Source: an optimization exercise on an open RTL-to-GDS flow (aim: small area, a short achievable clock period and few clock cycles per item). Production flows keep margins and buffers that such runs may drop.
At most, simulation tests tie the RTL to the original design; equivalence was not proved.
No activity file was given, so power comes from the tool's default toggle rates.

Setup of JK:
==> module vdc_out, before the edit <==
module vdc_out (
    input  wire logic                 i_clk,
    input  wire logic                 i_rst_n,
    input  wire logic                 i_load,
    input  wire logic [FUNC_W-1:0]    i_op,
    input  wire logic [OPD_W-1:0]     i_opd,
    input  wire logic                 i_period_we,   
    input  wire logic [PERIOD_W-1:0]  i_period,
    output      logic                 o_busy,
    output      logic                 o_rotate,   
    output      logic [SEG_W-1:0]     o_seg,
    output      logic [DUTY_W-1:0]    o_duty,
    output      logic [VAL_W-1:0]     o_value,
    output      logic [PERIOD_W-1:0]  o_compare
);
    logic [VAL_W-1:0]  r_value;
    logic              r_toggle;
    logic [DUTY_W-1:0] r_duty;
    logic [SEG_W-1:0]  r_seg;      
    logic [PERIOD_W:0] r_q;
    logic [6:0]        r_rem;
    logic [5:0]        w_a;
    logic [4:0]        w_b;
    logic              w_ge1;
    logic [VAL_W-1:0]  w_avg_val;
    assign w_a       = i_opd[10:5];
    assign w_b       = i_opd[4:0];
    assign w_ge1     = w_a[5] || (w_b >= ~w_a[4:0]);
    assign w_avg_val = (w_a == 6'd31 && w_b == 5'd31) ? 7'd33 : VAL_W'(w_a) + VAL_W'(w_ge1);
    logic [1:0]        w_mode;
    logic [DUTY_W-1:0] w_lv;
    logic              w_lv_zero, w_lv_full;
    assign w_mode    = i_opd[9:8];
    assign w_lv      = i_opd[DUTY_W-1:0];
    assign w_lv_zero = (w_lv == 7'd0);
    assign w_lv_full = (w_lv >= 7'd100);
    logic w_sw, w_set0, w_setp, w_lv_start, w_p_start;
    assign w_sw    = i_load && (i_op == FUNC_SWITCH);
    assign w_set0  = w_sw && (w_mode == 2'd0 || (w_mode == 2'd2 && w_lv_zero));
    assign w_setp  = w_sw && (w_mode == 2'd1 || (w_mode == 2'd2 && w_lv_full));
    assign w_lv_start = w_sw && w_mode == 2'd2 && !w_lv_zero && !w_lv_full;
    assign w_p_start  = i_period_we && r_duty != 7'd0;
    always_ff @(posedge i_clk) begin
        if (!i_rst_n) begin
            r_value  <= '0;
            r_toggle <= 1'b0;
            r_duty   <= '0;
            r_seg    <= '0;
        end else if (i_load) begin
            case (i_op)
                FUNC_SAMPLE: r_value <= w_avg_val;
                FUNC_REFRESH: begin
                    r_toggle <= !r_toggle;
                    r_seg    <= vdc_pkg::refresh_seg(r_toggle, r_value);
                end
                FUNC_SWITCH: case (w_mode)
                    2'd0: r_duty <= 7'd0;
                    2'd1: r_duty <= 7'd100;
                    2'd2: begin
                        r_duty  <= w_lv_full ? 7'd100 : w_lv;
                        r_value <= w_lv;
                    end
                    default: ;
                endcase
                default: ;
            endcase
        end
    end
    logic [8:0] w_t;
    logic [1:0] w_k;
    logic [8:0] w_rem;
    logic [1:0] r_kq;
    logic [PERIOD_W-1:0] w_inc;      
    always_comb begin
        for (int i = 0; i < PERIOD_W; i++)
            w_inc[i] = r_kq[1] && (&(r_q[PERIOD_W-1:0] | (16'hffff << i)));
    end
    logic       w_step;
    assign o_busy   = !r_q[PERIOD_W];
    assign w_step   = o_busy && !r_q[PERIOD_W-1];
    assign o_rotate = w_step || w_lv_start;
    assign w_t      = {1'b0, r_rem, 1'b0} + (i_period[PERIOD_W-1] ? {2'b00, r_duty} : 9'd0);
    always_comb begin
        if (w_t >= 9'd200) begin
            w_k   = 2'd2;
            w_rem = w_t - 9'd200;
        end else if (w_t >= 9'd100) begin
            w_k   = 2'd1;
            w_rem = w_t - 9'd100;
        end else begin
            w_k   = 2'd0;
            w_rem = w_t;
        end
    end
    always_ff @(posedge i_clk) begin
        if (!i_rst_n) begin
            r_q <= {1'b1, {PERIOD_W{1'b0}}};
        end else if (w_lv_start) begin
            r_q <= {{PERIOD_W{1'b0}}, 1'b1};
        end else if (w_p_start) begin
            r_q <= '0;
        end else if (w_set0) begin
            r_q <= {1'b1, {PERIOD_W{1'b0}}};
        end else if (w_setp) begin
            r_q <= {1'b1, i_period};
        end else if (o_busy) begin
            r_q <= {r_q[PERIOD_W-1:0] ^ w_inc, r_kq[0]};
        end
    end
    always_ff @(posedge i_clk) begin
        if (w_lv_start) begin
            r_kq  <= 2'd0;
            r_rem <= i_period[PERIOD_W-1] ? w_lv : 7'd0;
        end else if (w_p_start) begin
            r_kq  <= 2'd1;
            r_rem <= '0;
        end else if (w_step) begin
            r_kq  <= w_k;
            r_rem <= w_rem[6:0];
        end
    end
    assign o_seg     = r_seg;
    assign o_duty    = r_duty;
    assign o_value   = r_value;
    assign o_compare = r_q[PERIOD_W-1:0];
endmodule
clock: 8.0 ns
lec_check: 0
abc_area: 1
abc_clock_period_in_ps: 2000
cap_margin: 20
core_margin: 2
core_utilization: 40
cts_buf_list: sky130_fd_sc_hd__clkbuf_4 sky130_fd_sc_hd__clkbuf_8
cts_cluster_diameter: 60
cts_cluster_size: 40
place_density: 0.75
slew_margin: 20
standard.sh (not shown) runs the stock make flow with config.mk's settings and CLKGATE_MAP_FILE= SYNTH_SCRIPT=/design/flow/synth_recipe.tcl, a recipe that flattens the netlist after the stock synthesis.
==> flow/flow/run.sh <==
#!/bin/bash
# The standard layout (standard.sh: standard synthesis and ORFS flow),
# with two changes: the port buffers are buf_2 cells instead of the default
# choice, and timing repair aims for a setup slack of 5.3 ns. ORFS writes each
# step's log under orfs/logs/; make's own output goes to standard.log.
set -euo pipefail
export BUFFER_PORTS_ARGS="-buffer_cell sky130_fd_sc_hd__buf_2"
export SETUP_SLACK_MARGIN=5.3
bash standard.sh > standard.log 2>&1
### JK -> MS
--- a/flow/design.v
+++ b/flow/design.v
@@ -429,12 +429,11 @@
     assign w_lv      = i_opd[DUTY_W-1:0];
     assign w_lv_zero = (w_lv == 7'd0);
     assign w_lv_full = (w_lv >= 7'd100);
-    logic w_sw, w_set0, w_setp, w_lv_start, w_p_start;
+    logic w_sw, w_set0, w_setp, w_start;
     assign w_sw    = i_load && (i_op == FUNC_SWITCH);
     assign w_set0  = w_sw && (w_mode == 2'd0 || (w_mode == 2'd2 && w_lv_zero));
     assign w_setp  = w_sw && (w_mode == 2'd1 || (w_mode == 2'd2 && w_lv_full));
-    assign w_lv_start = w_sw && w_mode == 2'd2 && !w_lv_zero && !w_lv_full;
-    assign w_p_start  = i_period_we && r_duty != 7'd0;
+    assign w_start = (i_period_we && r_duty != 7'd0) || (w_sw && w_mode == 2'd2 && !w_lv_zero && !w_lv_full);
     always_ff @(posedge i_clk) begin
         if (!i_rst_n) begin
             r_value  <= '0;
@@ -473,7 +472,7 @@
     logic       w_step;
     assign o_busy   = !r_q[PERIOD_W];
     assign w_step   = o_busy && !r_q[PERIOD_W-1];
-    assign o_rotate = w_step || w_lv_start;
+    assign o_rotate = w_step;
     assign w_t      = {1'b0, r_rem, 1'b0} + (i_period[PERIOD_W-1] ? {2'b00, r_duty} : 9'd0);
     always_comb begin
         if (w_t >= 9'd200) begin
@@ -490,10 +489,8 @@
     always_ff @(posedge i_clk) begin
         if (!i_rst_n) begin
             r_q <= {1'b1, {PERIOD_W{1'b0}}};
-        end else if (w_lv_start) begin
-            r_q <= {{PERIOD_W{1'b0}}, 1'b1};
-        end else if (w_p_start) begin
-            r_q <= '0;
+        end else if (w_start) begin
+            r_q <= '0;      
         end else if (w_set0) begin
             r_q <= {1'b1, {PERIOD_W{1'b0}}};
         end else if (w_setp) begin
@@ -503,10 +500,7 @@
         end
     end
     always_ff @(posedge i_clk) begin
-        if (w_lv_start) begin
-            r_kq  <= 2'd0;
-            r_rem <= i_period[PERIOD_W-1] ? w_lv : 7'd0;
-        end else if (w_p_start) begin
+        if (w_start) begin
             r_kq  <= 2'd1;
             r_rem <= '0;
         end else if (w_step) begin
Findings:
MS did not stop at any stage, and its layout met the timing, design-rule and antenna checks. The run showing the greater die area is JK. On smallest hold slack, MS does worse than JK. The total wire length after detailed routing in JK is 1.05 times that in MS. Between JK and MS, the difference in shortest clock period the worst path allows after layout is negligible. JK and MS ended up with nearly the same synthesized cell count. Area growth from synthesis to layout: JK vs MS, no meaningful difference. JK → MS: power went up about 22%, final design utilization went down 0.28 points, overall die height held.
Testbench counts of MS, summed over its fixed seeds: cycles 17,396, items 16,046.
No functional check of the RTL was part of JK.

[static timing again, ports no longer ideal]
How much do the figures lean on ideal ports? The routed layouts below were timed once more, with nothing changed but the port constraints.
Step 1 (the two cells are an assumption about what drives the block):
set clk [get_ports {i_clk}]
set_driving_cell -lib_cell sky130_fd_sc_hd__clkbuf_16 $clk
set_driving_cell -lib_cell sky130_fd_sc_hd__buf_2 [delete_from_list [all_inputs] $clk]
Step 2 also shifts input and output timing later by t, the mid clock arrival at the registers, as if the neighbouring blocks saw the same clock.
Three values: ideal, step 1, step 2; two values: the first two.
| run | t, ns | setup WS [ns] | worst slew at a driven data input, ns | pins driven straight from the clock port |
|---|---|---|---|---|
| JK | 0.493 | 5.323 / 5.288 / 4.865 | 0.05 | 1 |
| MS | 0.497 | 5.321 / 5.277 / 4.921 | 0.03 | 1 |
After both steps every run listed still meets setup and hold. For JK, which loses most, drivers alone change the setup slack by -0.035 ns; drivers and shift together by -0.458 ns.
